Source: an optimization exercise on an open RTL-to-GDS flow (aim: small area and a short achievable clock period). Production flows keep margins and buffers that such runs may drop. Only simulation tests tie the RTL to the original design; equivalence was not proved. Power is estimated from default activity; no workload was simulated.

==> inputs of run a <==
## vc_input_buffer_route
module vc_input_buffer_route #(
    parameter int num_vcs       = 4,
    parameter int buffer_length = 8,
    parameter int data_width    = 32
) (
    input  logic                                           clk,
    input  logic                                           rst_n,
    input  logic                                           push,
    input  logic [$clog2(num_vcs)-1:0]                     vc_id,
    input  logic [data_width+num_vcs+14:0]                 data_in,
    input  logic [num_vcs-1:0]                             pop,
    input  logic [num_vcs-1:0]                             select,
    output logic [data_width+num_vcs+14:0]                 data_out,
    output logic [data_width+num_vcs+14:0]                 data_in_reg,
    output logic [num_vcs*(data_width+num_vcs+15)-1:0]     flit_buffer_out,
    output logic [num_vcs*5-1:0]                           output_port,
    output logic [num_vcs-1:0]                             head_is_tail,
    output logic [num_vcs*4-1:0]                           flags,
    output logic [num_vcs-1:0]                             buf_finished_empty
);
    localparam int FW       = data_width + num_vcs + 15;
    localparam int VW       = $clog2(num_vcs);
    localparam int BL       = buffer_length - 1;           
    localparam int OW       = $clog2(buffer_length) + 1;
    localparam int Y_LSB    = data_width;
    localparam int X_LSB    = data_width + 4;
    localparam int PORT_LSB = data_width + 8;
    localparam int TAIL_BIT = data_width + num_vcs + 13;
    localparam int HEAD_BIT = data_width + num_vcs + 14;
    logic [FW-1:0] head  [num_vcs];
    logic [FW-1:0] body  [num_vcs][BL];
    logic [BL-1:0] rd_oh [num_vcs];
    logic [BL-1:0] wr_oh [num_vcs];
    logic [OW-1:0] occ   [num_vcs];
    logic [4:0]    route [num_vcs];
    always_ff @(posedge clk) begin
        if (!rst_n) data_in_reg <= '0;
        else        data_in_reg <= data_in;
    end
    for (genvar v = 0; v < num_vcs; v++) begin : g_vc
        logic          empty, one, full;
        logic          vsel, do_pop, do_push;
        logic          ld_in, hold, adv_rd, body_we;
        logic [BL-1:0] ld_body;
        logic [OW-1:0] occ_next;
        logic [FW-1:0] head_next;
        assign empty = flags[4*v];
  ...
==> module vc_input_buffer_route, before the edit <==
module vc_input_buffer_route #(
    parameter int num_vcs       = 4,
    parameter int buffer_length = 8,
    parameter int data_width    = 32
) (
    input  logic                                           clk,
    input  logic                                           rst_n,
    input  logic                                           push,
    input  logic [$clog2(num_vcs)-1:0]                     vc_id,
    input  logic [data_width+num_vcs+14:0]                 data_in,
    input  logic [num_vcs-1:0]                             pop,
    input  logic [num_vcs-1:0]                             select,
    output logic [data_width+num_vcs+14:0]                 data_out,
    output logic [data_width+num_vcs+14:0]                 data_in_reg,
    output logic [num_vcs*(data_width+num_vcs+15)-1:0]     flit_buffer_out,
    output logic [num_vcs*5-1:0]                           output_port,
    output logic [num_vcs-1:0]                             head_is_tail,
    output logic [num_vcs*4-1:0]                           flags,
    output logic [num_vcs-1:0]                             buf_finished_empty
);
    localparam int FW       = data_width + num_vcs + 15;
    localparam int VW       = $clog2(num_vcs);
    localparam int BL       = buffer_length - 1;           
    localparam int OW       = $clog2(buffer_length) + 1;
    localparam int Y_LSB    = data_width;
    localparam int X_LSB    = data_width + 4;
    localparam int PORT_LSB = data_width + 8;
    localparam int TAIL_BIT = data_width + num_vcs + 13;
    localparam int HEAD_BIT = data_width + num_vcs + 14;
    logic [FW-1:0] head  [num_vcs];
    logic [FW-1:0] body  [num_vcs][BL];
    logic [BL-1:0] rd_oh [num_vcs];
    logic [BL-1:0] wr_oh [num_vcs];
    logic [OW-1:0] occ   [num_vcs];
    logic [4:0]    route [num_vcs];
    always_ff @(posedge clk) begin
        if (!rst_n) data_in_reg <= '0;
        else        data_in_reg <= data_in;
    end
    for (genvar v = 0; v < num_vcs; v++) begin : g_vc
        logic          empty, one, full;
        logic          vsel, do_pop, do_push;
        logic          ld_in, hold, adv_rd, body_we;
        logic [BL-1:0] ld_body;
        logic [OW-1:0] occ_next;
        logic [FW-1:0] head_next;
        assign empty = flags[4*v];
        assign one   = flags[4*v+1] & ~flags[4*v];
        assign full  = flags[4*v+3];
        assign vsel     = push && (vc_id == VW'(v));
        assign do_pop   = pop[v] & ~empty;
        assign do_push  = vsel & (~full | pop[v]);
        assign occ_next = occ[v] + OW'(do_push) - OW'(do_pop);
        assign ld_in   = rst_n & vsel & (empty | (one & pop[v]));
        assign adv_rd  = rst_n & pop[v] & ~flags[4*v+1];
        assign ld_body = {BL{adv_rd}} & rd_oh[v];
        assign hold    = rst_n & (empty ? ~vsel : ~pop[v]);
        assign body_we = rst_n & vsel & ~empty & ~(one & pop[v]) & (~full | pop[v]);
        logic [FW-1:0] grp [3];
        vc_ibr_aoi222 #(.W(FW)) u_grp0 (
            .a0({FW{hold}}), .b0(head[v]), .a1({FW{ld_in}}), .b1(data_in),
            .a2({FW{ld_body[0]}}), .b2(body[v][0]), .y(grp[0]));
        vc_ibr_aoi222 #(.W(FW)) u_grp1 (
            .a0({FW{ld_body[1]}}), .b0(body[v][1]), .a1({FW{ld_body[2]}}), .b1(body[v][2]),
            .a2({FW{ld_body[3]}}), .b2(body[v][3]), .y(grp[1]));
        vc_ibr_aoi222 #(.W(FW)) u_grp2 (
            .a0({FW{ld_body[4]}}), .b0(body[v][4]), .a1({FW{ld_body[5]}}), .b1(body[v][5]),
            .a2({FW{ld_body[6]}}), .b2(body[v][6]), .y(grp[2]));
        assign head_next = ~(grp[0] & grp[1] & grp[2]);
        always_ff @(posedge clk) begin
            head[v] <= head_next;
        end
        for (genvar k = 0; k < BL; k++) begin : g_body
            always_ff @(posedge clk) begin
                if (body_we && wr_oh[v][k]) body[v][k] <= data_in;
            end
        end
        always_ff @(posedge clk) begin
            if (!rst_n) begin
                rd_oh[v]              <= BL'(1);
                wr_oh[v]              <= BL'(1);
                occ[v]                <= '0;
                flags[4*v +: 4]       <= 4'b0011;
                buf_finished_empty[v] <= 1'b0;
            end else begin
                if (adv_rd)  rd_oh[v] <= {rd_oh[v][BL-2:0], rd_oh[v][BL-1]};
                if (body_we) wr_oh[v] <= {wr_oh[v][BL-2:0], wr_oh[v][BL-1]};
                occ[v]                <= occ_next;
                flags[4*v +: 4]       <= {occ_next == OW'(buffer_length),
                                          occ_next >= OW'(buffer_length - 1),
                                          occ_next <= OW'(1),
                                          occ_next == '0};
                buf_finished_empty[v] <= do_pop & ~do_push & one;
            end
        end
        logic [3:0] xd, yd;
        logic [4:0] route_next;
        assign xd = head_next[X_LSB +: 4];
        assign yd = head_next[Y_LSB +: 4];
        assign route_next[1] = ~xd[3] & (|xd[2:0]);                   
        assign route_next[3] = xd[3];                                 
        assign route_next[0] = ~(|xd) & ~yd[3] & (|yd[2:0]);          
        assign route_next[2] = ~(|xd) & yd[3];                        
        assign route_next[4] = rst_n & (occ_next != '0) & ~(|xd) & ~(|yd);  
        always_ff @(posedge clk) begin
            route[v]        <= route_next;
            head_is_tail[v] <= head_next[HEAD_BIT] & head_next[TAIL_BIT];
        end
        assign flit_buffer_out[v*FW +: FW] = head[v];
        assign output_port[v*5 +: 5]       = route[v];
    end
    always_comb begin
        logic [FW-1:0] routed;
        data_out = '0;
        for (int v = 0; v < num_vcs; v++) begin
            routed                = head[v];
            routed[PORT_LSB +: 5] = route[v];
            data_out              = data_out | ({FW{select[v]}} & routed);
        end
    end
endmodule
==> module vc_ibr_aoi222, before the edit <==
module vc_ibr_aoi222 #(
    parameter int W = 1
) (
    input  logic [W-1:0] a0, b0, a1, b1, a2, b2,
    output logic [W-1:0] y
);
    assign y = ~((a0 & b0) | (a1 & b1) | (a2 & b2));
endmodule
clock: 5.0 ns
lec_check: 0
cap_margin: 20
core_margin: 2
core_utilization: 50
cts_cluster_diameter: 80
cts_cluster_size: 24
setup_slack_margin: 2.4
slew_margin: 20
synth_hierarchical: 1
synth_minimum_keep_size: 0
tns_end_percent: 10
standard.sh (not shown) runs the stock make flow with config.mk's settings and CLKGATE_MAP_FILE= SYNTH_SCRIPT=/design/flow/synth_recipe.tcl, a recipe that flattens the netlist after the stock synthesis.
==> flow/flow/run.sh <==
#!/bin/bash
# The standard layout with three changes: plain buf_2 cells as the port buffers, the select and
# data_out pins kept to the middle of one edge (io.tcl), and after global placement the select -> data_out
# logic pulled next to those pins (move.tcl); detailed placement then legalizes it as usual.
set -euo pipefail
here=$(cd "$(dirname "${BASH_SOURCE[0]}")" && pwd)
export PRE_IO_PLACEMENT_TCL=$here/io.tcl
export POST_GLOBAL_PLACE_TCL=$here/move.tcl
bash standard.sh "BUFFER_PORTS_ARGS=-buffer_cell sky130_fd_sc_hd__buf_2" finish > standard_flow.log 2>&1
==> flow/flow/io.tcl <==
# Keep the combinational select -> data_out pins on one edge, over the middle 40% of it.
set pins {}
for {set i 0} {$i < 4} {incr i} { lappend pins "select\[$i\]" }
for {set i 0} {$i < 51} {incr i} { lappend pins "data_out\[$i\]" }
set die [[ord::get_db_block] getDieArea]
set h [expr {([$die yMax] - [$die yMin]) / 1000.0}]
set lo [expr {int($h * 0.3)}]
set hi [expr {int($h * 0.7)}]
set_io_pin_constraint -pin_names $pins -region right:$lo-$hi
==> flow/flow/move.tcl <==
# After global placement: pull the select -> data_out logic (select input buffers and their buffer
# trees, the gates that combine select with the heads, and the data_out output buffers) next to
# the data_out/select pins, so the select nets stay short. Detailed placement legalizes it later.
set block [ord::get_db_block]
set ::mv_block $block
proc pin_xy {bterm} {
  foreach bp [$bterm getBPins] {
    set bb [$bp getBBox]
    return [list [expr {([$bb xMin] + [$bb xMax]) / 2}] [expr {([$bb yMin] + [$bb yMax]) / 2}]]
  }
}
proc is_buf {inst} {
  set m [[$inst getMaster] getName]
  return [regexp {__(buf|clkbuf|bufbuf|inv|clkinv)_[0-9]+$} $m]
}
set die [$block getDieArea]
set ::mv_dx [$die xMax]
set ::mv_dy [$die yMax]
# target point: average of the group's pin locations, 
set sx 0; set sy 0; set n 0
foreach bt [$block getBTerms] {
  if {[regexp {^(data_out|select)\[} [$bt getName]]} {
    lassign [pin_xy $bt] x y
    set sx [expr {$sx + $x}]; set sy [expr {$sy + $y}]; incr n
  }
}
set ::mv_moved 0
proc place_near {inst x y} {
  set dx $::mv_dx; set dy $::mv_dy
  set in 6000
  if {$x > $dx - $in} { set x [expr {$dx - $in}] }
  if {$x < $in} { set x $in }
  if {$y > $dy - $in} { set y [expr {$dy - $in}] }
  if {$y < $in} { set y $in }
  $inst setLocation [expr {int($x)}] [expr {int($y)}]
  incr ::mv_moved
}
# The cell driving net, or "" for a port or an undriven net.
proc mv_driver {net} {
  if {$net eq "NULL"} { return "" }
  foreach d [$net getITerms] {
    if {[$d isOutputSignal]} { return [$d getInst] }
  }
  return ""
}
# Move inst and, through buffers, the logic feeding it, down to `levels` logic gates deep.
proc mv_pull {inst x y levels} {
  if {$inst eq "" || [[$inst getMaster] isSequential]} return
  # one column per logic level, further in from the pins as the level gets deeper
  place_near $inst [expr {$x - (30 - 8 * $levels) * 1000}] $y
  set buf [is_buf $inst]
  if {!$buf} { incr levels -1 }
  if {$levels <= 0} return
  foreach ii [$inst getITerms] {
    if {[$ii isInputSignal]} { mv_pull [mv_driver [$ii getNet]] $x $y $levels }
  }
}
# data_out: the output buffer and the two logic levels before it, with any buffers between
foreach bt [$block getBTerms] {
  if {![regexp {^data_out\[} [$bt getName]]} continue
  lassign [pin_xy $bt] x y
  foreach it [[$bt getNet] getITerms] {
    set ob [$it getInst]
    place_near $ob [expr {$x - 6000}] $y
    foreach ii [$ob getITerms] {
      if {[$ii isInputSignal]} { mv_pull [mv_driver [$ii getNet]] $x $y 2 }
    }
  }
}
# select: each buffer of the select trees goes to the centre of the cells it drives, leaves first,
# so the trees follow the moved gates without piling up at the select pins.
proc mv_center {inst} {
  set sx 0; set sy 0; set n 0
  foreach o [$inst getITerms] {
    if {![$o isOutputSignal] || [$o getNet] eq "NULL"} continue
    foreach it [[$o getNet] getITerms] {
      if {![$it isInputSignal]} continue
      set l [[$it getInst] getLocation]
      set sx [expr {$sx + [lindex $l 0]}]; set sy [expr {$sy + [lindex $l 1]}]; incr n
    }
  }
  if {$n > 0} { $inst setLocation [expr {int($sx / $n)}] [expr {int($sy / $n)}]; incr ::mv_moved }
}
foreach bt [$block getBTerms] {
  if {![regexp {^select\[} [$bt getName]]} continue
  set order {}
  set front [list [$bt getNet]]
  while {[llength $front]} {
    set net [lindex $front 0]; set front [lrange $front 1 end]
    foreach it [$net getITerms] {
      if {![$it isInputSignal]} continue
      set g [$it getInst]
      if {[is_buf $g]} {
        lappend order $g
        foreach o [$g getITerms] { if {[$o isOutputSignal]} { lappend front [$o getNet] } }
      }
    }
  }
  foreach g [lreverse $order] { mv_center $g }
}
puts "move.tcl: moved $::mv_moved cells toward the data_out pins"
==> run b: changes against run a <==
--- a/flow/config.mk
+++ b/flow/config.mk
@@ -11,7 +11,7 @@
 export CTS_CLUSTER_DIAMETER = 80
 export CTS_CLUSTER_SIZE = 24
-export SETUP_SLACK_MARGIN = 2.4
+export SETUP_SLACK_MARGIN = 2.7
 export SLEW_MARGIN = 20
 export SYNTH_HIERARCHICAL = 1
 export SYNTH_MINIMUM_KEEP_SIZE = 0
-export TNS_END_PERCENT = 10
+export TNS_END_PERCENT = 20
==> run c: changes against run a <==
--- a/flow/design.v
+++ b/flow/design.v
@@ -57,15 +57,9 @@
         assign hold    = rst_n & (empty ? ~vsel : ~pop[v]);
         assign body_we = rst_n & vsel & ~empty & ~(one & pop[v]) & (~full | pop[v]);
-        logic [FW-1:0] grp [3];
-        vc_ibr_aoi222 #(.W(FW)) u_grp0 (
-            .a0({FW{hold}}), .b0(head[v]), .a1({FW{ld_in}}), .b1(data_in),
-            .a2({FW{ld_body[0]}}), .b2(body[v][0]), .y(grp[0]));
-        vc_ibr_aoi222 #(.W(FW)) u_grp1 (
-            .a0({FW{ld_body[1]}}), .b0(body[v][1]), .a1({FW{ld_body[2]}}), .b1(body[v][2]),
-            .a2({FW{ld_body[3]}}), .b2(body[v][3]), .y(grp[1]));
-        vc_ibr_aoi222 #(.W(FW)) u_grp2 (
-            .a0({FW{ld_body[4]}}), .b0(body[v][4]), .a1({FW{ld_body[5]}}), .b1(body[v][5]),
-            .a2({FW{ld_body[6]}}), .b2(body[v][6]), .y(grp[2]));
-        assign head_next = ~(grp[0] & grp[1] & grp[2]);
+        always_comb begin
+            head_next = ({FW{ld_in}} & data_in) | ({FW{hold}} & head[v]);
+            for (int k = 0; k < BL; k++)
+                head_next = head_next | ({FW{ld_body[k]}} & body[v][k]);
+        end
         always_ff @(posedge clk) begin
             head[v] <= head_next;
@@ -120,10 +114,2 @@
     end
 endmodule
-module vc_ibr_aoi222 #(
-    parameter int W = 1
-) (
-    input  logic [W-1:0] a0, b0, a1, b1, a2, b2,
-    output logic [W-1:0] y
-);
-    assign y = ~((a0 & b0) | (a1 & b1) | (a2 & b2));
-endmodule
==> flow/run.sh (new file) <==
#!/bin/bash
# synth_recipe.tcl (not shown) runs the flow's synth.tcl, then flattens the netlist and writes it again
# the make line also repeats each setting of config.mk as NAME=value (left out here)
make -C /OpenROAD-flow-scripts/flow DESIGN_CONFIG=/design/flow/config.mk WORK_HOME=/design/flow/orfs CLKGATE_MAP_FILE= SYNTH_SCRIPT=/design/flow/synth_recipe.tcl finish
==> flow/config.mk (replaced) <==
export PLATFORM = sky130hd
export DESIGN_NAME = vc_input_buffer_route
export DESIGN_NICKNAME = vc_input_buffer_route
export VERILOG_FILES = /design/flow/design.v
export SDC_FILE = /design/flow/constraint.sdc
export NUM_CORES = 4
export LEC_CHECK = 0
export CAP_MARGIN = 20
export CORE_MARGIN = 2
export CORE_UTILIZATION = 60
export SETUP_SLACK_MARGIN = 2.4
export SLEW_MARGIN = 20
removed: flow/flow/run.sh
removed: flow/flow/io.tcl
removed: flow/flow/move.tcl
removed: flow/standard.sh
==> run notes <==
- Clock Power Share: 0.276
- Synth-to-layout area growth: 15.76%
- Crit path capture: data_out[27]
- Multi-input gates: 1379
- Top cells by count, synth: edfxtp_1, a222oi_1, dfxtp_1
- Number of signal-net buffers in the layout: 566
- Worst slack, placed: 0.8043 ns
- Status: complete, no violations
- FMAX: 348.7 MHz
- CTS Buf Count: 88
- Post-Synth XOR/XNOR Area: 0.001997
the above is filed under run a

==> run notes <==
- Worst slack, placed: 1.004 ns
- Crit path capture: data_out[2]
- Worst Clk Skew: 0.03736 ns
- Status: complete, no violations
- Post-Synth XOR/XNOR Area: 0.001997
- Multi-input gates: 1400
- Clock Power Share: 0.265
- CTS Buf Count: 88
- Tot GR Track Use: 0.3651
- FMAX: 357.1 MHz
- Worst flop-to-flop path endpoint: route[1][4]
- Die height: 354.4 µm
the above is filed under run b

==> run notes <==
- Status: complete, no violations
- Synth Area in Compound Gates: 0.1348
- Final HPWL from detailed placement: 117.6 mm
- FMAX: 327.8 MHz
- Worst setup path start: select[2]
- Worst slack, placed: 0.8911 ns
- Inverters: 35
- Top cells by count, synth: edfxtp_1, a22oi_1, dfxtp_1
- Clock Power Share: 0.377
- Crit Path Max Fanout: 8
- Worst-Skew Late Latency: 0.79 ns
- Synth-to-layout area growth: 21.70%
- Worst Setup Start Kind: input port
- Crit path capture: data_out[20]
- Postcts setup bufs: 58
- Syn_area_per_cell: 16.67 µm²
- Number of signal-net buffers in the layout: 610
- Post-Synth XOR/XNOR Area: 0.001653
- CTS Buf Count: 171
- Cell repeated most along the worst path: buf_16
- Largest register FFs: 1428
the above is filed under run c

-- what the ideal ports hide --
No port has a modelled driver above. Below, the same layouts with a new extraction and two added sets of constraints. Step 1: set_driving_cell puts a clkbuf_16 on clk and a buf_2 on each other input, an assumption about the parent block. Step 2, shift: input delay + t, output delay - t, t = (earliest + latest rising clock arrival at the registers) / 2. This alone moves slack from input paths to output paths. Slacks: ideal ports / drivers / drivers and shift; pairs: ideal ports / drivers.
| run | t (ns) | setup WS [ns] | worst hold slack (ns) | worst setup path at the end | latest minus earliest clock arrival (ns) |
|---|---|---|---|---|---|
| run a | 0.772 | 2.132 / 1.990 / 1.420 | 0.458 / 0.458 / 0.458 | input to register | 0.055 / 0.056 |
| run b | 0.774 | 2.200 / 2.047 / 1.569 | 0.457 / 0.457 / 0.457 | input to register | 0.042 / 0.041 |
| run c | 0.851 | 1.949 / 1.882 / 1.582 | 0.456 / 0.456 / 0.456 | input to register | 0.034 / 0.035 |
After both steps setup and hold are still met in every run listed. The setup slack of run a, which loses most, moves by -0.142 ns with the drivers and by -0.712 ns with both steps.
